From an optimization exercise on the open Yosys and OpenROAD flow, aimed at small area; shortcuts taken in it are not production practice. In this exercise RTL edits were held to simulation tests only and were not proved equivalent to the original. The flow treats the clock pin as an ideal source, which a real chip does not have. Power and IR drop assume default switching activity.

==> flow/config.mk <==
export PLATFORM = sky130hd
export DESIGN_NAME = rpc_phy
export DESIGN_NICKNAME = rpc_phy
export VERILOG_FILES = /design/flow/design.v
export SDC_FILE = /design/flow/constraint.sdc
export NUM_CORES = 4
export LEC_CHECK = 0
export CAP_MARGIN = 20
export CORE_AREA = 5 5 245 245
export CTS_BUF_LIST = sky130_fd_sc_hd__clkbuf_16
export CTS_CLUSTER_DIAMETER = 80
export CTS_CLUSTER_SIZE = 30
export DIE_AREA = 0 0 250 250
export PLACE_DENSITY = 0.6
export SLEW_MARGIN = 20
==> flow/constraint.sdc <==
create_clock -name core_clock -period 5.0 [get_ports {clk_0_i}]
set_input_delay 1.0000 -clock core_clock [delete_from_list [all_inputs] [get_ports {clk_0_i}]]
set_output_delay 1.0000 -clock core_clock [all_outputs]
set_load 0.01 [all_outputs]
==> flow/design.v <==
`timescale 1ns/1ps
module rpc_phy #(
  parameter int unsigned WORD_WIDTH = 256
) (
  input  logic                    clk_0_i,
  input  logic                    rst_ni,
  input  logic [31:0]             cmd_i,
  input  logic                    cmd_valid_i,
  output logic                    cmd_ready_o,
  input  logic [WORD_WIDTH-1:0]   data_i,
  input  logic [63:0]             mask_i,
  output logic                    data_ready_o,
  output logic [WORD_WIDTH-1:0]   data_o,
  output logic                    data_valid_o,
  output logic                    data_last_o,
  output logic                    cs_n_o,
  output logic                    stb_o,
  output logic                    db_oe_o,
  output logic [31:0]             db_o,
  input  logic [31:0]             rd_slice_i,
  input  logic                    rd_slice_valid_i
);
  logic       stb_q, wr_q, rd_q;
  logic       dv_q, dl_q;
  logic [2:0] cnt_q;
  logic [2:0] left_q;
  logic       pre_q;
  logic       idle, accept, take, cnt_end, left_zero;
  logic       sel_cm, sel_ld, sel_sh, sel_hd;
  logic [WORD_WIDTH-1:0] word_q, word_d, up, cm;
  assign idle      = ~(stb_q | wr_q | rd_q);
  assign accept    = idle & cmd_valid_i;
  assign take      = rd_q & ~stb_q & rd_slice_valid_i;
  assign cnt_end   = (cnt_q == 3'd7);
  assign left_zero = (left_q == 3'd0);
  always_ff @(posedge clk_0_i or negedge rst_ni) begin
    if (!rst_ni) begin
      stb_q <= 1'b0;
      wr_q  <= 1'b0;
      rd_q  <= 1'b0;
      dv_q  <= 1'b0;
      dl_q  <= 1'b0;
    end else begin
      stb_q <= accept;
      if (accept)                                wr_q <= (cmd_i[31:30] == 2'b01);
      else if (wr_q & cnt_end & ~pre_q & left_zero) wr_q <= 1'b0;
      if (accept)                                rd_q <= (cmd_i[31:30] == 2'b10);
      else if (take & cnt_end & left_zero)       rd_q <= 1'b0;
      dv_q <= take & cnt_end;
      dl_q <= take & cnt_end & left_zero;
    end
  end
  always_ff @(posedge clk_0_i) begin
    if (accept) begin
      cnt_q  <= {cmd_i[30], 1'b0, cmd_i[30]};
      left_q <= cmd_i[29:27];
      pre_q  <= 1'b1;
    end else begin
      if (wr_q | take) cnt_q <= cnt_q + 3'd1;
      if (cnt_end & ((wr_q & ~pre_q) | take)) left_q <= left_q - 3'd1;
      if (wr_q & cnt_end) pre_q <= 1'b0;
    end
  end
  assign cmd_ready_o  = idle;
  assign cs_n_o       = idle;
  assign stb_o        = stb_q;
  assign db_oe_o      = stb_q | wr_q;
  assign data_ready_o = wr_q & cnt_end & (pre_q | ~left_zero);
  assign data_valid_o = dv_q;
  assign data_last_o  = dl_q;
  assign sel_cm = idle;
  assign sel_ld = wr_q & cnt_end;
  assign sel_hd = rd_q & ~rd_slice_valid_i;
  assign sel_sh = ~idle & ~sel_ld & ~sel_hd;
  assign cm = {{(WORD_WIDTH-96){1'b0}}, mask_i, cmd_i[15:0], cmd_i[31:16]};
  assign up = {rd_slice_i, word_q[WORD_WIDTH-1:32]};
  always_comb begin
    for (int i = 0; i < WORD_WIDTH; i++) begin
      if (i < 96)
        word_d[i] = (sel_cm & cm[i]) | (sel_ld & data_i[i]) | (sel_sh & up[i]) | (sel_hd & word_q[i]);
      else
        word_d[i] = (sel_ld & data_i[i]) | (sel_sh & up[i]) | (sel_hd & word_q[i]);
    end
  end
  logic [95:0]            low_q;
  logic [WORD_WIDTH-1:96] high_nq;
  always_ff @(posedge clk_0_i) begin
    low_q   <= word_d[95:0];
    high_nq <= ~word_d[WORD_WIDTH-1:96];
  end
  assign word_q = {~high_nq, low_q};
  assign data_o = word_q;
  assign db_o   = {word_q[15:0], word_q[31:16]};
endmodule
==> flow/flow/run.sh <==
#!/bin/bash
set -o pipefail
export BUFFER_PORTS_ARGS="-buffer_cell sky130_fd_sc_hd__buf_1"
bash standard.sh > standard_flow.log 2>&1
==> flow/standard.sh <==
#!/bin/bash
# synth_recipe.tcl (not shown) runs the flow's synth.tcl, then flattens the netlist and writes it again
# the make line also repeats each setting of config.mk as NAME=value (left out here)
make -C /OpenROAD-flow-scripts/flow DESIGN_CONFIG=/design/flow/config.mk WORK_HOME=/design/flow/orfs CLKGATE_MAP_FILE= SYNTH_SCRIPT=/design/flow/synth_recipe.tcl "${@:-finish}"
==> results of run 1 <==
layout by cell type (no fill, tap or decap), drive strengths merged, types with 2 or more instances in the layout:
cell    instances
buf           692
dfxtp         258
a222oi        256
inv           241
o21ai          98
clkbuf         17
nand2           6
edfxtp          5
dfrtp           5
nor2            4
ha              4
a21oi           3
diode           2
nor3            2
nor3b           2
bufinv          2
routing by layer:
layer  up-vias  track usage [%]  routed length, um
li1       5043                -                  -
met1      5133             16.8              18400
met2       627             20.3              20300
met3        82             3.35               4290
met4         0             5.35               2020
met5         -                0                  0
flip-flops by register name, indices dropped and copies added (netlist names):
signal	cells
dv_q	1
wr_q	1
cnt_q	3
stb_q	1
low_q	96
left_q	3
dl_q	1
high_nq	160
pre_q	1
rd_q	1
cell type report:
| type | count | area (sq um) | area share [%] |
|---|---|---|---|
| antenna | 2 | 5.00 | 0.0358 |
| clock buffer | 17 | 425 | 3.05 |
| clock inverter | 10 | 120 | 0.860 |
| inverter | 233 | 875 | 6.26 |
| multi-input combinational | 388 | 3470 | 24.8 |
| sequential | 268 | 5440 | 39.0 |
| tap | 765 | 957 | 6.86 |
| timing repair buffer | 692 | 2670 | 19.1 |
metrics by stage:
stage | hold WS (ns) | area, sq um | cells
after floorplan | 0.413 | 10400 | 1019
after global placement | 0.423 | 13400 | 2346
after detailed placement | 0.427 | 13400 | 2346
after CTS | 0.307 | 14000 | 2373
after global routing | 0.334 | 14000 | 2373
final | 0.332 | 14000 | 2375
where the power goes:
part / total, mW / internal, mW / switching [mW]
registers: 3.73 / 3.15 / 0.582
logic: 4.28 / 1.48 / 2.79
clock network: 1.54 / 0.743 / 0.801
how the worst max path moves through the flow:
stage | slack, ns | to | from
finish | 2.08 | cmd_ready_o | rd_q$_DFFE_PN0P_
global placement | 2.00 | high_nq[252]$_DFF_P_ | rd_slice_valid_i
CTS | 2.03 | cmd_ready_o | rd_q$_DFFE_PN0P_
floorplan | 2.68 | cs_n_o | stb_q$_DFF_PN0_
detailed placement | 2.00 | high_nq[221]$_DFF_P_ | rd_slice_valid_i
global route | 1.96 | cmd_ready_o | rd_q$_DFFE_PN0P_
logic make-up (layout without fill, tap and decap cells):
kind of cell             count (synthesis)  count (layout)  synth area share [%]
adder cells (fa/ha/maj)                  4               4                 0.480
XOR/XNOR                                 1               1                0.0840
AND/OR/NAND/NOR                         21              21                  1.22
other                                    0               2                     0
AO/OA/AOI/OAI                          361             361                  31.1
buffers and inverters                  363             952                  14.8
flip-flops                             268             268                  52.1
multiplexers                             1               1                0.0959
==> flow_summary.json, run 1 <==
{
  "fin_skew_ns": 0.0238,
  "totalPowerFinal_mw": 9.56,
  "io_pins": 683,
  "worstPathArrival_ns": 1.92,
  "synth_edf_count": 5,
  "die_area_sq_um": 62500,
  "hold_buffers": 0,
  "fin_ws_ns": 2.08,
  "yosysTopAreaCell": "dfxtp_1",
  "grt.total_usage_pct": 12.9,
  "num-fill-cells": 6354,
  "drive_above_1_share_pct": 4.98,
  "postCtsSetupBuffers": 0,
  "power_leakage_nw": 5.75,
  "end_kind": "output port",
  "clock_latency_ns": 0.54,
  "yosysUniqueCellTypes": 33,
  "dp_slack_ns": 2.00,
  "dpl.hpwl_um": 34200,
  "cts-buffers-inserted": 16,
  "drt_first_pass_iters": 15,
  "yosysMostFrequentCell": "dfxtp_1",
  "rr_endpoint": "high_nq[246]$_DFF_P_",
  "initial_core_util_pct": 18.2,
  "clkTransAtPathRegs_ns": 0.09,
  "finalSetupTns_ns": 0,
  "period_share_pct": 58.4,
  "crit_path_start_kind": "flip-flop",
  "r2r-start": "cnt_q[0]$_DFFE_PP_",
  "crit_fanout": 43,
  "cts_buffer_depth": 3,
  "drc_errors": 0,
  "post_drt_wl_per_cell_um": 18.9,
  "min_path_type": "in2async",
  "cp.depth": 3,
  "critical_path_class": "reg2out",
  "grt_pass1_vias": 10400,
  "power_density_nw_per_um2": 685,
  "slowest_stage": "dfrtp_1",
  "gp_congestion": 0.889,
  "synthCells": 1019,
  "synth_warnings": 1,
  "setup_viol": 0,
  "cp_cell_sequence": "nor3_4 > buf_4 > buf_1",
  "period_needed_ns": 2.92,
  "avgSynthCellArea_sq_um": 10.2,
  "drv_cap": 0,
  "vias_per_cell": 4.58,
  "drt-total-wl_um": 44900,
  "final_antenna_net_count": 0,
  "critPathTopFamily": "buffers and inverters",
  "rsz0062_at_grt": "false",
  "synth_area_leaders": "dfxtp_1 (50%), a222oi_1 (25%), inv_1 (8.4%)",
  "dieHeight_um": 250,
  "port_buffers": 682,
  "yosysSeqAreaShare_pct": 52.1,
  "nNetsFinal": 1991,
  "tightest_slew_ns": 1.12,
  "final_max_slew_viol_count": 0,
  "grt_max_degree": 161,
  "maxSlewHeadroom_pct": 25.0,
  "post_cts_resize_count": 0,
  "yosys.area.top_type_share_pct": 49.5,
  "area_growth_pct": 33.8,
  "core-area_sq_um": 57400,
  "synth_ff_type": "dfxtp_1",
  "drtIter0Drc": 1680,
  "r2r_slack_ns": 2.21,
  "final_core_util_pct": 24.3,
  "antenna_found_initial": 2,
  "cts_tree": "yes",
  "synth.net_count": 1411,
  "cp_slowest_stage_delay_ns": 0.48,
  "status": "complete, no violations",
  "cp.required_ns": 4.00,
  "hold_viol_final": 0,
  "grt_remaining_overflow": 0,
  "clock-root-buffer": "clkbuf_16",
  "synth_seq_cells": 268,
  "ys_top_cells_by_count": "dfxtp_1 (258), a222oi_1 (256), inv_1 (233)",
  "vias": 10900,
  "crit_buf_inv": 2,
  "syn_area_sq_um": 10400,
  "clock-sinks": 268,
  "h-tree-depth": 1,
  "r2r_cells": 6,
  "synthArstFlopShare_pct": 1.87,
  "vdd_drop_max_v": 0.000377,
  "grt_first_pass_wirelength_um": 63900,
  "die_x_um": 250,
  "clock.fmax_mhz": 342,
  "fp-row-count": 88
}
==> run 2: changes to the inputs <==
==> flow/flow/run.sh (replaced) <==
#!/bin/bash
set -o pipefail
export BUFFER_PORTS_ARGS="-buffer_cell sky130_fd_sc_hd__buf_1"
export POST_CTS_TCL="$PWD/flow/post_cts.tcl"
bash standard.sh > standard_flow.log 2>&1
==> flow/flow/post_cts.tcl (new file) <==
# Area recovery after clock tree synthesis: shrink cells that have timing
# slack to spare, then fix any slew or capacitance this leaves
repair_timing -recover_power 100 -setup_margin 0.3
estimate_parasitics -placement
repair_design -slew_margin 20 -cap_margin 20
detailed_placement
check_placement -verbose
==> run 2 against run 1 <==
  * Still clean
  * First-iteration DRC count is 2.2% higher
  * Register-to-register slack worse by 0.06 ns
  * Cell count is 0.25% higher
  * Sequential power hardly changed
  * Clock-buffer cell count stayed put
  * Hold slack better by 0.0010 ns
  * Wire length is 0.18% higher
  * Global-route usage is 0.065 points higher
  * Worst setup slack worse by 0.11 ns
  * Synthesized cell count stayed put
  * Critical path type unchanged
  * Critical endpoint unchanged
  * Largest cell class unchanged
==> flow_summary.json, run 2 <==
{
  "status": "complete, no violations",
  "layout_commonest_cell": "buf_1",
  "gp_congestion": 0.889,
  "post_drt_wl_per_cell_um": 18.9,
  "syn_area_sq_um": 10400,
  "io_pins": 683,
  "final_antenna_net_count": 0,
  "crit_path_start_kind": "flip-flop",
  "grt_remaining_overflow": 0,
  "drv_cap": 0,
  "area_growth_pct": 33.2,
  "nNetsFinal": 1994,
  "core-area_sq_um": 57400,
  "grt_max_degree": 140,
  "largestRegisters": "high_nq: 160 flops, low_q: 96 flops",
  "avgSynthCellArea_sq_um": 10.2,
  "drt-total-wl_um": 45000,
  "yosysTopAreaCell": "dfxtp_1",
  "synth_area_leaders": "dfxtp_1 (50%), a222oi_1 (25%), inv_1 (8.4%)",
  "yosysSeqAreaShare_pct": 52.1,
  "slowest_stage": "buf_4",
  "end_kind": "output port",
  "crit_start": "rd_q$_DFFE_PN0P_",
  "rr_endpoint": "high_nq[246]$_DFF_P_",
  "fp-row-count": 88,
  "drc_errors": 0,
  "antenna_found_initial": 3,
  "worstPathArrival_ns": 2.03,
  "maxSlewHeadroom_pct": 35.9,
  "synthCells": 1019,
  "drt_first_pass_iters": 9,
  "power_density_nw_per_um2": 677,
  "grt_first_pass_wirelength_um": 64200,
  "critical_path_class": "reg2out",
  "crit_fanout": 43,
  "r2r-start": "cnt_q[0]$_DFFE_PP_",
  "power_leakage_nw": 5.73,
  "vdd_drop_max_v": 0.000376,
  "die_area_sq_um": 62500,
  "regMostFlops": "high_nq",
  "hold_viol_final": 0,
  "rsz0062_at_grt": "false",
  "port_buffers": 682,
  "min_path_type": "in2async",
  "yosysUniqueCellTypes": 33,
  "setup_viol": 0,
  "final_max_slew_viol_count": 0,
  "die_x_um": 250,
  "dieHeight_um": 250,
  "clock.fmax_mhz": 330,
  "clock-sinks": 268,
  "dp_slack_ns": 2.00,
  "synth.net_count": 1411,
  "tightest_slew_ns": 0.962,
  "synth_edf_count": 5,
  "vias": 10900,
  "synthArstFlopShare_pct": 1.87,
  "finalSetupTns_ns": 0,
  "cp_cell_sequence": "nor3_1 > buf_4 > buf_1",
  "period_needed_ns": 3.03,
  "grt.total_usage_pct": 13.0,
  "drive_above_1_share_pct": 3.23,
  "r2r_cells": 6,
  "layout_common_cells": "buf_1 (677), dfxtp_1 (258), a222oi_1 (256)",
  "vias_per_cell": 4.59,
  "synth_ff_type": "dfxtp_1",
  "fin_ws_ns": 1.97,
  "yosysMostFrequentCell": "dfxtp_1",
  "r2r_slack_ns": 2.15,
  "cp_slowest_stage_delay_ns": 0.49,
  "grt_pass1_vias": 10400,
  "cp.required_ns": 4.00,
  "largest_reg_flops": 160,
  "yosys.area.top_type_share_pct": 49.5,
  "clock_latency_ns": 0.54,
  "clkTransAtPathRegs_ns": 0.09,
  "initial_core_util_pct": 18.2,
  "synth_warnings": 1,
  "period_share_pct": 60.7,
  "dpl.hpwl_um": 34200,
  "ys_top_cells_by_count": "dfxtp_1 (258), a222oi_1 (256), inv_1 (233)",
  "fin_skew_ns": 0.0257,
  "drtIter0Drc": 1717,
  "synth_seq_cells": 268,
  "cts_tree": "yes"
}
[run 2: area by class of cell]
type / instances / area, sq um
multi-input combinational: 388 / 3340
tap: 765 / 957
antenna: 5 / 12.5
clock buffer: 17 / 425
fill: 6364 / 43500
sequential: 268 / 5440
timing repair buffer: 695 / 2720
inverter: 233 / 875
clock inverter: 10 / 120
[run 2: worst max-delay path, delay by kind of cell (launching register included)]
kind / cells / cell delay (ns)
DFF: 1 / 0.46
buffers and inverters: 2 / 0.70
and+or+nand+nor: 1 / 0.32
[run 2: report_power, final]
| group | switching (mW) | total, mW | internal, mW | leakage [nW] |
|---|---|---|---|---|
| clock network | 0.797 | 1.54 | 0.743 | 0.279 |
| logic | 2.71 | 4.14 | 1.43 | 3.18 |
| registers | 0.576 | 3.73 | 3.15 | 2.27 |
[run 2: cells by family after synthesis]
kind of cell,Yosys count,share of synthesized area [%]
AO/OA/AOI/OAI,361,31.1
buffers and inverters,363,14.8
AND/OR/NAND/NOR,21,1.22
XOR/XNOR,1,0.0840
multiplexers,1,0.0959
flip-flops,268,52.1
adder cells (fa/ha/maj),4,0.480
[run 2: worst max path at each step]
stage and end:
2_1_floorplan cs_n_o, 3_3_place_gp high_nq[252]$_DFF_P_, 3_5_place_dp high_nq[221]$_DFF_P_, 5_1_grt cmd_ready_o, 6_report cmd_ready_o
[run 2: metrics by stage]
stage,hold slack (ns),area (sq um),std cells,power (mW),utilization (%)
2_1_floorplan,0.413,10400,1019,6.45,-
3_3_place_gp,0.423,13400,2346,8.07,23.4
3_5_place_dp,0.427,13400,2346,8.11,23.4
5_1_grt,0.334,13900,2376,10.1,24.2
6_report,0.333,13900,2381,9.41,24.2
[run 2: routing by layer]
layer	GRT usage, %	wire length, um
met4	5.58	2050
met5	0	0
met3	3.35	4430
met1	16.9	18200
met2	20.4	20300
==> run 3: changes to the inputs <==
--- a/flow/config.mk
+++ b/flow/config.mk
@@ -11,5 +11,5 @@
 export CTS_CLUSTER_DIAMETER = 80
 export CTS_CLUSTER_SIZE = 30
 export DIE_AREA = 0 0 250 250
-export PLACE_DENSITY = 0.6
+export PLACE_DENSITY = 0.9
 export SLEW_MARGIN = 20
==> run 3 against run 2 <==
  * Still clean on timing, DRC and antenna
  * Sequential share of layout area fell by 0.45 points
  * Area after synthesis unchanged
  * Synthesized cell count unchanged
  * Critical endpoint unchanged
  * Largest power group unchanged
==> flow_summary.json, run 3 <==
{
  "synth_seq_cells": 268,
  "drive_above_1_share_pct": 5.26,
  "io_pins": 683,
  "yosysTopAreaCell": "dfxtp_1",
  "top_usage_layer": "met2",
  "initial_core_util_pct": 18.2,
  "synth_edf_count": 5,
  "finalSetupTns_ns": 0,
  "critPathTopFamily": "buffers and inverters",
  "fin_skew_ns": 0.0259,
  "largestRegisters": "high_nq: 160 flops, low_q: 96 flops",
  "critical_path_class": "reg2out",
  "yosysSeqAreaShare_pct": 52.1,
  "crit_fanout": 52,
  "vias_per_cell": 4.78,
  "place_area_sq_um": 13400,
  "layout_commonest_cell": "buf_1",
  "clock_latency_ns": 0.54,
  "drt-total-wl_um": 48100,
  "power_leakage_nw": 5.78,
  "grt_remaining_overflow": 0,
  "synthCells": 1019,
  "antenna_found_initial": 11,
  "final_max_slew_viol_count": 0,
  "min_path_type": "in2async",
  "nNetsFinal": 1998,
  "worstPathArrival_ns": 2.47,
  "drt_first_pass_iters": 13,
  "syn_area_sq_um": 10400,
  "cts_tree": "yes",
  "layout_common_cells": "buf_1 (677), dfxtp_1 (258), a222oi_1 (256)",
  "grt.total_usage_pct": 13.9,
  "vdd_drop_max_v": 0.000384,
  "avgSynthCellArea_sq_um": 10.2,
  "synthArstFlopShare_pct": 1.87,
  "cp_slowest_stage_delay_ns": 0.61,
  "die_x_um": 250,
  "period_needed_ns": 3.47,
  "yosys.area.top_type_share_pct": 49.5,
  "setup_viol": 0,
  "grt_pass1_vias": 10800,
  "ys_top_cells_by_count": "dfxtp_1 (258), a222oi_1 (256), inv_1 (233)",
  "rsz0062_at_grt": "false",
  "end_kind": "output port",
  "crit_path_start_kind": "flip-flop",
  "drc_errors": 0,
  "tightest_slew_ns": 1.18,
  "port_buffers": 682,
  "yosysUniqueCellTypes": 33,
  "clock.fmax_mhz": 288,
  "synth_area_leaders": "dfxtp_1 (50%), a222oi_1 (25%), inv_1 (8.4%)",
  "slowest_stage": "nor3_2",
  "synth_warnings": 1,
  "period_share_pct": 69.4,
  "drtIter0Drc": 2370,
  "cp_cell_sequence": "nor3_2 > buf_4 > buf_1",
  "fp-row-count": 88,
  "status": "complete, no violations",
  "power_density_nw_per_um2": 688,
  "dpl.hpwl_um": 38100,
  "clock-sinks": 268,
  "synth.net_count": 1411,
  "grt.met1_usage_pct": 17.3,
  "clkTransAtPathRegs_ns": 0.10,
  "crit_buf_inv": 2,
  "largest_reg_flops": 160,
  "vias": 11400,
  "post_drt_wl_per_cell_um": 20.2,
  "dieHeight_um": 250,
  "grt_use_met2_pct": 23.1,
  "maxSlewHeadroom_pct": 21.5,
  "drv_cap": 0,
  "die_area_sq_um": 62500,
  "final_antenna_net_count": 0,
  "grtUsageMet3_pct": 3.49,
  "core-area_sq_um": 57400,
  "area_growth_pct": 34.7,
  "fin_area_sq_um": 14100,
  "grt_first_pass_wirelength_um": 67900,
  "grt_max_degree": 145,
  "synth_ff_type": "dfxtp_1",
  "yosysMostFrequentCell": "dfxtp_1",
  "regMostFlops": "high_nq",
  "gp_congestion": 0.980,
  "hold_viol_final": 0,
  "cp.required_ns": 4.00
}
-- run 3: cell counts after synthesis --
Identical to the previous run, type by type.
-- run 3: cells by family (layout without fill, tap and decap cells) --
family	count (synthesis)	count (layout)	share of synthesized area (%)
fa+ha+maj	4	4	0.480
flops	268	268	52.1
buf+inv	363	960	14.8
xor+xnor	1	1	0.0840
other cells	0	5	0
mux	1	1	0.0959
simple gates	21	21	1.22
compound gates	361	361	31.1
-- run 3: per-stage QoR --
stage | setup slack [ns] | hold WS (ns) | utilization (%) | power, mW | std cells
3_5_place_dp | 2.00 | 0.424 | 23.4 | 8.24 | 2350
2_1_floorplan | 2.68 | 0.413 | - | 6.45 | 1019
5_1_grt | 1.38 | 0.293 | 24.5 | 10.3 | 2385
6_report | 1.53 | 0.301 | 24.5 | 9.67 | 2386
3_3_place_gp | 2.09 | 0.422 | 23.4 | 8.11 | 2350
-- run 3: worst paths after layout --
path                       slack, ns                 start  cells after the start                    to
max                             1.53      rd_q$_DFFE_PN0P_                      3           cmd_ready_o
min                             0.30                rst_ni                      1      wr_q$_DFFE_PN0P_
max reg2reg                     1.96    cnt_q[0]$_DFFE_PP_                      6  high_nq[116]$_DFF_P_
min reg2reg                     0.45  high_nq[111]$_DFF_P_                      1     low_q[79]$_DFF_P_
max in group asynchronous       4.48                rst_ni                      1      rd_q$_DFFE_PN0P_
min in group core_clock         0.45  high_nq[111]$_DFF_P_                      1     low_q[79]$_DFF_P_
-- run 3: report_power, final --
group	internal, mW	switching [mW]	total [mW]
registers	3.15	0.637	3.79
logic	1.50	2.87	4.37
clock network	0.674	0.848	1.52
total	5.32	4.35	9.67
-- run 3: final cells by class --
class | count | area (sq um)
fillers | 6166 | 43300
flip-flops and latches | 268 | 5440
multi-input cells | 388 | 3450
repair buffers | 699 | 2750
well taps | 765 | 957
inverters | 233 | 875
clock buffers | 17 | 425
clock inverters | 11 | 140
diodes | 5 | 12.5
-- run 3: layer usage --
layer	wire length [um]	vias to the layer above	share of wire [%]
met1	17900	5339	37
met3	5430	96	11
met2	22800	921	47
li1	-	5060	-
met4	2050	0	4.3
met5	0	-	0
==> run 4: changes to the inputs <==
--- a/flow/config.mk
+++ b/flow/config.mk
@@ -11,5 +11,5 @@
 export CTS_CLUSTER_DIAMETER = 80
 export CTS_CLUSTER_SIZE = 30
 export DIE_AREA = 0 0 250 250
-export PLACE_DENSITY = 0.9
+export PLACE_DENSITY = 0.75
 export SLEW_MARGIN = 20
==> run 4 against run 3 <==
  * Highest routed layer unchanged
  * Combinational power decreased by 5.7%
  * Final area decreased by 1.6%
  * Still clean
  * Clock power decreased by 5%
  * Largest power group unchanged
==> flow_summary.json, run 4 <==
{
  "cp.required_ns": 4.00,
  "yosysUniqueCellTypes": 33,
  "avgSynthCellArea_sq_um": 10.2,
  "min_path_type": "in2async",
  "vias": 11100,
  "synth_top_family_by_area": "compound AO/OA/AOI/OAI gates",
  "grt.total_usage_pct": 13.0,
  "setup_viol": 0,
  "port_buffers": 682,
  "final_antenna_net_count": 0,
  "fin_ws_ns": 1.80,
  "register_area_sq_um": 5440,
  "num-fill-cells": 6303,
  "antenna_found_initial": 5,
  "die_x_um": 250,
  "grt_first_pass_wirelength_um": 64400,
  "syn_area_sq_um": 10400,
  "clock-sinks": 268,
  "yosysTopAreaCell": "dfxtp_1",
  "synth_fa_ha_area_share_pct": 0.480,
  "stdcell_count": 2376,
  "drive_above_1_share_pct": 2.98,
  "vdd_drop_max_v": 0.000490,
  "synth_seq_cells": 268,
  "synth_edf_count": 5,
  "layout_commonest_cell": "buf_1",
  "grt_use_met2_pct": 21.9,
  "post_drt_wl_per_cell_um": 18.9,
  "critical_path_class": "reg2out",
  "dp_slack_ns": 2.00,
  "yosys.area.top_type_share_pct": 49.5,
  "power_density_nw_per_um2": 677,
  "clock_latency_ns": 0.53,
  "final_max_slew_viol_count": 0,
  "area_growth_pct": 32.5,
  "finalSetupTns_ns": 0,
  "largest_reg_flops": 160,
  "r2r_slack_ns": 1.94,
  "yosys.area_share.simple_pct": 1.22,
  "crit_fanout": 71,
  "core-area_sq_um": 57400,
  "period_share_pct": 64.0,
  "maxSlewHeadroom_pct": 31.0,
  "drtIter0Drc": 2046,
  "synthArstFlopShare_pct": 1.87,
  "fin_skew_ns": 0.0207,
  "synthCells": 1019,
  "dp_cells": 2344,
  "synth.net_count": 1411,
  "largestRegisters": "high_nq: 160 flops, low_q: 96 flops",
  "grt_pass1_vias": 10400,
  "drv_cap": 0,
  "synth_area_leaders": "dfxtp_1 (50%), a222oi_1 (25%), inv_1 (8.4%)",
  "synth_ff_type": "dfxtp_1",
  "tightest_slew_ns": 1.03,
  "clkTransAtPathRegs_ns": 0.09,
  "power_leakage_nw": 5.69,
  "grt_remaining_overflow": 0,
  "dieHeight_um": 250,
  "drt-total-wl_um": 45000,
  "dpl.hpwl_um": 34900,
  "io_pins": 683,
  "synthMuxAreaShare_pct": 0.0959,
  "drc_errors": 0,
  "grtUsageMet3_pct": 2.93,
  "grt_max_degree": 179,
  "top_usage_layer": "met2",
  "synth_compound_area_share_pct": 31.1,
  "die_area_sq_um": 62500,
  "hold_viol_final": 0,
  "regMostFlops": "high_nq",
  "fp-row-count": 88,
  "nNetsFinal": 1991,
  "multi_input_comb_area_sq_um": 3320,
  "status": "complete, no violations",
  "end_kind": "output port",
  "period_needed_ns": 3.20,
  "place_area_sq_um": 13400,
  "ys_top_cells_by_count": "dfxtp_1 (258), a222oi_1 (256), inv_1 (233)",
  "synth_warnings": 1,
  "drt_first_pass_iters": 13,
  "rsz0062_at_grt": "false",
  "grt.met1_usage_pct": 17.0,
  "cts_tree": "yes",
  "fin_area_sq_um": 13800,
  "gp_congestion": 0.928,
  "synth_xor_area_share_pct": 0.0839,
  "final_core_util_pct": 24.1,
  "vias_per_cell": 4.66,
  "worstPathArrival_ns": 2.20,
  "initial_core_util_pct": 18.2,
  "clock.fmax_mhz": 313,
  "layout_common_cells": "buf_1 (674), dfxtp_1 (258), a222oi_1 (256)",
  "yosysMostFrequentCell": "dfxtp_1",
  "crit_path_start_kind": "flip-flop",
  "yosysSeqAreaShare_pct": 52.1
}
-- run 4: cell counts after synthesis --
Identical to the previous run, type by type.
-- run 4: path summary, 6_finish.rpt --
| path | from | to | cells after the start |
|---|---|---|---|
| worst max-delay path | rd_q$_DFFE_PN0P_ | cs_n_o | 3 |
| worst min-delay path | rst_ni | dl_q$_DFF_PN0_ | 1 |
| worst max register to register | cnt_q[0]$_DFFE_PP_ | low_q[4]$_DFF_P_ | 6 |
| worst min register to register | high_nq[106]$_DFF_P_ | low_q[74]$_DFF_P_ | 1 |
| max in group asynchronous | rst_ni | stb_q$_DFF_PN0_ | 1 |
| min in group core_clock | high_nq[106]$_DFF_P_ | low_q[74]$_DFF_P_ | 1 |
-- run 4: per-layer routing --
layer	part of all wire (%)	vias to the layer above
met4	2.5	0
li1	-	5043
met1	40	5211
met3	10	50
met5	0	-
met2	47	780
-- run 4: per-stage QoR --
step,hold WS [ns],total power [mW]
after floorplan,0.413,6.45
after global placement,0.428,8.03
after detailed placement,0.425,8.12
after global routing,0.309,10.0
final,0.334,9.36
-- run 4: report_power, final --
group	internal, mW	switching [mW]	leakage [nW]	total, mW
combinational	1.43	2.69	3.16	4.12
sequential	3.15	0.631	2.27	3.78
clock	0.654	0.799	0.259	1.45
-- run 4: worst max-delay path, cell delays in order (launching register included) --
cell and delay, ns:
dfrtp_1 0.46, nor3_1 0.28, buf_4 0.64, buf_1 0.22
-- run 4: area by class of cell --
| type | count | area share, % |
|---|---|---|
| multi-input combinational | 388 | 24.0 |
| antenna | 2 | 0.0362 |
| tap | 765 | 6.92 |
| clock buffer | 17 | 3.08 |
| clock inverter | 11 | 0.760 |
| timing repair buffer | 692 | 19.5 |
| inverter | 233 | 6.32 |
| sequential | 268 | 39.3 |
-- run 4: logic make-up after synthesis --
| group | Yosys count |
|---|---|
| adder cells (fa/ha/maj) | 4 |
| buffers and inverters | 363 |
| flip-flops | 268 |
| XOR/XNOR | 1 |
| AO/OA/AOI/OAI | 361 |
| AND/OR/NAND/NOR | 21 |
| multiplexers | 1 |
==> run 5: changes to the inputs <==
==> flow/flow/run.sh (replaced) <==
#!/bin/bash
set -o pipefail
export BUFFER_PORTS_ARGS="-buffer_cell sky130_fd_sc_hd__buf_1"
export CTS_ARGS="-sink_clustering_enable -repair_clock_nets -sink_clustering_size 30 -sink_clustering_max_diameter 80 -buf_list sky130_fd_sc_hd__clkbuf_16 -dont_use_dummy_load"
export POST_CTS_TCL="$PWD/flow/post_cts.tcl"
bash standard.sh > standard_flow.log 2>&1
==> run 5 against run 4 <==
  * Area after synthesis unchanged
  * Sequential power about the same
  * Non-clock buffer count unchanged
  * Cell count decreased by 0.51%
  * Critical endpoint unchanged
  * Largest cell class unchanged
==> flow_summary.json, run 5 <==
{
  "grt_pass1_vias": 10400,
  "drive_above_1_share_pct": 2.32,
  "critical_path_class": "reg2out",
  "grt_first_pass_wirelength_um": 64400,
  "gp_congestion": 0.928,
  "vias_per_cell": 4.68,
  "status": "complete, no violations",
  "clock.fmax_mhz": 313,
  "layout_common_cells": "buf_1 (674), dfxtp_1 (258), a222oi_1 (256)",
  "multi_input_comb_area_sq_um": 3320,
  "yosysTopAreaCell": "dfxtp_1",
  "clock-sinks": 268,
  "syn_area_sq_um": 10400,
  "final_max_slew_viol_count": 0,
  "largest_reg_flops": 160,
  "yosys.area.top_type_share_pct": 49.5,
  "fin_skew_ns": 0.0478,
  "r2r_slack_ns": 1.94,
  "yosysSeqAreaShare_pct": 52.1,
  "tightest_slew_ns": 1.04,
  "dpl.hpwl_um": 34900,
  "grt_max_degree": 179,
  "num-fill-cells": 6311,
  "port_buffers": 682,
  "drtIter0Drc": 2251,
  "register_area_sq_um": 5440,
  "regMostFlops": "high_nq",
  "avgSynthCellArea_sq_um": 10.2,
  "cp.required_ns": 4.00,
  "ys_top_cells_by_count": "dfxtp_1 (258), a222oi_1 (256), inv_1 (233)",
  "setup_viol": 0,
  "power_leakage_nw": 5.63,
  "min_path_type": "in2async",
  "cts_tree": "yes",
  "hold_viol_final": 0,
  "stdcell_count": 2364,
  "final_antenna_net_count": 0,
  "end_kind": "output port",
  "rsz0062_at_grt": "false",
  "die_area_sq_um": 62500,
  "nNetsFinal": 1991,
  "grt_remaining_overflow": 0,
  "synthArstFlopShare_pct": 1.87,
  "rr_endpoint": "low_q[0]$_DFF_P_",
  "drt_first_pass_iters": 14,
  "initial_core_util_pct": 18.2,
  "crit_path_start_kind": "flip-flop",
  "synth_ff_type": "dfxtp_1",
  "period_share_pct": 63.9,
  "synth.net_count": 1411,
  "yosysMostFrequentCell": "dfxtp_1",
  "finalSetupTns_ns": 0,
  "core-area_sq_um": 57400,
  "antenna_found_initial": 5,
  "dp_cells": 2344,
  "clock_latency_ns": 0.53,
  "io_pins": 683,
  "period_needed_ns": 3.20,
  "die_x_um": 250,
  "synth_warnings": 1,
  "area_growth_pct": 31.3,
  "power_density_nw_per_um2": 670,
  "synth_edf_count": 5,
  "worstPathArrival_ns": 2.20,
  "maxSlewHeadroom_pct": 31.0,
  "synthCells": 1019,
  "synth_seq_cells": 268,
  "crit_fanout": 71,
  "largestRegisters": "high_nq: 160 flops, low_q: 96 flops",
  "clkTransAtPathRegs_ns": 0.08,
  "drt-total-wl_um": 45000,
  "grt.total_usage_pct": 13.0,
  "r2r-start": "cnt_q[0]$_DFFE_PP_",
  "dieHeight_um": 250,
  "fp-row-count": 88,
  "post_drt_wl_per_cell_um": 19.0,
  "synth_area_leaders": "dfxtp_1 (50%), a222oi_1 (25%), inv_1 (8.4%)",
  "vdd_drop_max_v": 0.000485,
  "drc_errors": 0,
  "drv_cap": 0,
  "r2r_cells": 6,
  "vias": 11100,
  "yosysUniqueCellTypes": 33,
  "layout_commonest_cell": "buf_1"
}
-- run 5: per-layer routing --
metal	global-route usage, %	share of wire, %	routed length [um]	up-vias
met4	3.38	2.6	1190	0
met2	21.9	47	21200	759
met1	17.0	40	18000	5224
met3	2.91	10	4570	53
li1	-	-	-	5029
met5	0	0	0	-
-- run 5: cell type report --
type	count	share of cell area (%)
multi-input cells	388	24.2
flip-flops and latches	268	39.7
well taps	765	6.99
diodes	2	0.0365
inverters	233	6.38
clock buffers	16	2.92
repair buffers	692	19.7
-- run 5: logic make-up after synthesis --
kind of cell               share of synthesized area [%]
AOI/OAI and AO/OA                                   31.1
xor gates and xnor gates                          0.0840
adders and majority gates                          0.480
buffers and inverters                               14.8
DFF                                                 52.1
muxes                                             0.0959
and+or+nand+nor                                     1.22
-- run 5: critical path, cell delays in order (launching register included) --
cell and delay (ns):
dfrtp_1 0.45, nor3_1 0.28, buf_4 0.63, buf_1 0.22
-- run 5: worst max-delay path by stage --
stage,startpoint,end,slack [ns],cells past startpoint
2_1_floorplan,stb_q$_DFF_PN0_,cs_n_o,2.68,3
3_3_place_gp,rd_slice_valid_i,high_nq[105]$_DFF_P_,2.05,6
3_5_place_dp,rd_slice_valid_i,high_nq[206]$_DFF_P_,2.00,6
5_1_grt,cnt_q[0]$_DFFE_PP_,low_q[90]$_DFF_P_,1.65,6
6_report,rd_q$_DFFE_PN0P_,cs_n_o,1.80,3
-- run 5: metrics by stage --
| stage | hold WS (ns) | worst slack (ns) | util, % | cell area, sq um | total power, mW |
|---|---|---|---|---|---|
| 6_report | 0.345 | 1.80 | 23.9 | 13700 | 9.17 |
| 5_1_grt | 0.326 | 1.65 | 23.9 | 13700 | 9.82 |
| 3_5_place_dp | 0.425 | 2.00 | 23.4 | 13400 | 8.12 |
| 3_3_place_gp | 0.428 | 2.05 | 23.4 | 13400 | 8.03 |
| 2_1_floorplan | 0.413 | 2.68 | - | 10400 | 6.45 |
-- run 5: power by group --
part           switching [mW]  internal [mW]  leakage [nW]
clock network           0.697          0.573         0.197
registers               0.631           3.15          2.27
logic                    2.69           1.43          3.16
==> run 6: changes to the inputs <==
--- a/flow/design.v
+++ b/flow/design.v
@@ -21,7 +21,7 @@
   input  logic                    rd_slice_valid_i
 );
   logic       stb_q, wr_q, rd_q;
-  logic       dv_q, dl_q;
+  logic       dv_q;
   logic [2:0] cnt_q;
   logic [2:0] left_q;
   logic       pre_q;
@@ -39,7 +39,6 @@
       wr_q  <= 1'b0;
       rd_q  <= 1'b0;
       dv_q  <= 1'b0;
-      dl_q  <= 1'b0;
     end else begin
       stb_q <= accept;
       if (accept)                                wr_q <= (cmd_i[31:30] == 2'b01);
@@ -47,7 +46,6 @@
       if (accept)                                rd_q <= (cmd_i[31:30] == 2'b10);
       else if (take & cnt_end & left_zero)       rd_q <= 1'b0;
       dv_q <= take & cnt_end;
-      dl_q <= take & cnt_end & left_zero;
     end
   end
   always_ff @(posedge clk_0_i) begin
@@ -67,7 +65,7 @@
   assign db_oe_o      = stb_q | wr_q;
   assign data_ready_o = wr_q & cnt_end & (pre_q | ~left_zero);
   assign data_valid_o = dv_q;
-  assign data_last_o  = dl_q;
+  assign data_last_o  = dv_q & ~rd_q;
   assign sel_cm = idle;
   assign sel_ld = wr_q & cnt_end;
   assign sel_hd = rd_q & ~rd_slice_valid_i;
==> run 6 against run 5 <==
  * Utilization barely moved
  * Clock-buffer cell count unchanged
  * Register-to-register slack better by 0.16 ns
  * Highest routed layer unchanged
  * Die area did not move
  * Wire length down 1.5%
  * Non-clock buffer count is 1 lower
  * Critical endpoint is now cmd_ready_o
  * Area after synthesis down 0.19%
  * Via count down 0.38%
  * Total power is essentially flat
==> flow_summary.json, run 6 <==
{
  "crit_start": "rd_q$_DFFE_PN0P_",
  "rr_endpoint": "high_nq[118]$_DFF_P_",
  "worstPathArrival_ns": 2.16,
  "fp-row-count": 88,
  "die_area_sq_um": 62500,
  "vias": 11000,
  "grt.total_usage_pct": 12.8,
  "antenna_found_initial": 3,
  "dpl.hpwl_um": 34700,
  "cp.required_ns": 4.00,
  "yosysSeqAreaShare_pct": 52.0,
  "setup_viol": 0,
  "hold_ws_ns": 0.311,
  "grt_pass1_vias": 10500,
  "io_pins": 683,
  "post_drt_wl_per_cell_um": 18.8,
  "grt_remaining_overflow": 0,
  "yosysTopAreaCell": "dfxtp_1",
  "drv_cap": 0,
  "stdcell_count": 2362,
  "r2r-start": "cnt_q[0]$_DFFE_PP_",
  "drtIter0Drc": 2217,
  "totalPowerFinal_mw": 9.16,
  "synth_ff_type": "dfxtp_1",
  "drt_first_pass_iters": 15,
  "r2r_slack_ns": 2.10,
  "critical_path_class": "reg2out",
  "synthArstFlopShare_pct": 1.50,
  "synth_edf_count": 5,
  "clkTransAtPathRegs_ns": 0.09,
  "avgSynthCellArea_sq_um": 10.2,
  "syn_area_sq_um": 10400,
  "multi_input_comb_area_sq_um": 3380,
  "cts_tree": "yes",
  "gp_congestion": 0.919,
  "yosysMostFrequentCell": "dfxtp_1",
  "rsz0062_at_grt": "false",
  "largestRegisters": "high_nq: 160 flops, low_q: 96 flops",
  "area_growth_pct": 31.7,
  "r2r_cells": 6,
  "core-area_sq_um": 57400,
  "period_needed_ns": 3.16,
  "tightest_slew_ns": 1.12,
  "finalSetupTns_ns": 0,
  "crit_path_start_kind": "flip-flop",
  "drt-total-wl_um": 44300,
  "synth_seq_cells": 267,
  "synth_warnings": 1,
  "maxSlewHeadroom_pct": 25.1,
  "power_leakage_nw": 5.62,
  "hold_viol_final": 0,
  "num-fill-cells": 6317,
  "clock_latency_ns": 0.53,
  "final_antenna_net_count": 0,
  "final_max_slew_viol_count": 0,
  "register_area_sq_um": 5420,
  "yosysUniqueCellTypes": 34,
  "drc_errors": 0,
  "fin_ws_ns": 1.84,
  "nNetsFinal": 1990,
  "drive_above_1_share_pct": 3.01,
  "ys_top_cells_by_count": "dfxtp_1 (258), a222oi_1 (256), inv_1 (230)",
  "grt_max_degree": 161,
  "vias_per_cell": 4.67,
  "vdd_drop_max_v": 0.00103,
  "min_path_type": "in2async",
  "yosys.area.top_type_share_pct": 49.6,
  "dp_slack_ns": 2.41,
  "synth_area_leaders": "dfxtp_1 (50%), a222oi_1 (25%), inv_1 (8.3%)",
  "synth.net_count": 1411,
  "largest_reg_flops": 160,
  "crit_fanout": 38,
  "power_density_nw_per_um2": 668,
  "port_buffers": 682,
  "synthCells": 1019,
  "die_x_um": 250,
  "dp_cells": 2345,
  "end_kind": "output port",
  "clock.fmax_mhz": 316,
  "initial_core_util_pct": 18.2,
  "fin_skew_ns": 0.0454,
  "layout_common_cells": "buf_1 (676), dfxtp_1 (258), a222oi_1 (256)",
  "dieHeight_um": 250,
  "regMostFlops": "high_nq",
  "status": "complete, no violations",
  "layout_commonest_cell": "buf_1",
  "clock-sinks": 267,
  "period_share_pct": 63.3,
  "grt_first_pass_wirelength_um": 63800
}
## run 6: worst max-delay path, cell delays in order, from the launching register on
cell and delay, ns:
dfrtp_1 0.47, nor3_4 0.30, clkbuf_2 0.65, buf_1 0.22
## run 6: final cells by class
cell class / count / area share, %
Sequential cell: 267 / 39.5
Multi-Input combinational cell: 391 / 24.7
Timing Repair Buffer: 691 / 19.6
Tap cell: 765 / 6.98
Inverter: 231 / 6.32
Clock buffer: 16 / 2.92
Antenna cell: 1 / 0.0182
## run 6: metal layers
layer	global-route usage [%]	up-vias	part of all wire, %
li1	-	5018	-
met5	0	-	0
met4	4.04	0	3.5
met3	3.00	63	11
met1	16.5	5187	39
met2	21.1	755	47
## run 6: how the worst max path moves through the flow
stage,to,slack [ns],cells after the start
5_1_grt,cmd_ready_o,1.71,3
6_report,cmd_ready_o,1.84,3
2_1_floorplan,cs_n_o,2.68,3
3_3_place_gp,low_q[57]$_DFF_P_,2.44,5
3_5_place_dp,low_q[57]$_DFF_P_,2.41,5
## run 6: kinds of logic after synthesis
group	share of synthesized area, %
mux	0.0961
fa+ha+maj	0.481
flops	52.0
simple gates	1.33
buf+inv	14.8
xor+xnor	0.0841
compound gates	31.2
## run 6: power breakdown
| group | internal (mW) | leakage, nW | switching, mW |
|---|---|---|---|
| Clock | 0.573 | 0.197 | 0.699 |
| Sequential | 3.11 | 2.26 | 0.565 |
| Combinational | 1.43 | 3.17 | 2.78 |
## run 6: stage by stage
stage / util (%) / area [sq um]
2_1_floorplan: - / 10400
3_3_place_gp: 23.4 / 13400
3_5_place_dp: 23.4 / 13400
5_1_grt: 23.9 / 13700
6_report: 23.9 / 13700

[afterwards: timing with drivers on the ports]
How much do the figures lean on ideal ports? The routed layouts below were timed once more, with nothing changed but the port constraints.
Step 1, drivers: a clkbuf_16 drives clk_0_i and a buf_2 each remaining input, both assumed.
Step 2 adds t to the input delays and takes it off the output delays; t is the mean of the earliest and latest rising clock arrival at the registers after step 1. Input paths then give back, and output paths get back, about the clock's delay inside the block.
Slacks: no drivers / after step 1 / after step 2; pairs: no drivers / after step 1.
| run | t (ns) | setup WS [ns] | hold WS [ns] | worst setup path after step 2 | latest minus earliest clock arrival (ns) |
|---|---|---|---|---|---|
| run 1 | 0.583 | 2.079 / 2.023 / 1.943 | 0.332 / 0.314 / 0.442 | input to register | 0.028 / 0.028 |
| run 2 | 0.584 | 1.967 / 1.910 / 1.951 | 0.333 / 0.315 / 0.456 | input to register | 0.026 / 0.026 |
| run 3 | 0.575 | 1.530 / 1.482 / 1.901 | 0.301 / 0.361 / 0.452 | input to register | 0.026 / 0.026 |
| run 4 | 0.577 | 1.800 / 1.743 / 1.577 | 0.334 / 0.310 / 0.453 | input to register | 0.025 / 0.025 |
| run 5 | 0.567 | 1.805 / 1.747 / 1.588 | 0.345 / 0.320 / 0.431 | input to register | 0.048 / 0.048 |
| run 6 | 0.561 | 1.837 / 1.779 / 2.098 | 0.311 / 0.292 / 0.447 | register to register | 0.045 / 0.046 |
After both steps every run listed still meets setup and hold. For run 4, which loses most, drivers alone change the setup slack by -0.057 ns; drivers and shift together by -0.223 ns.
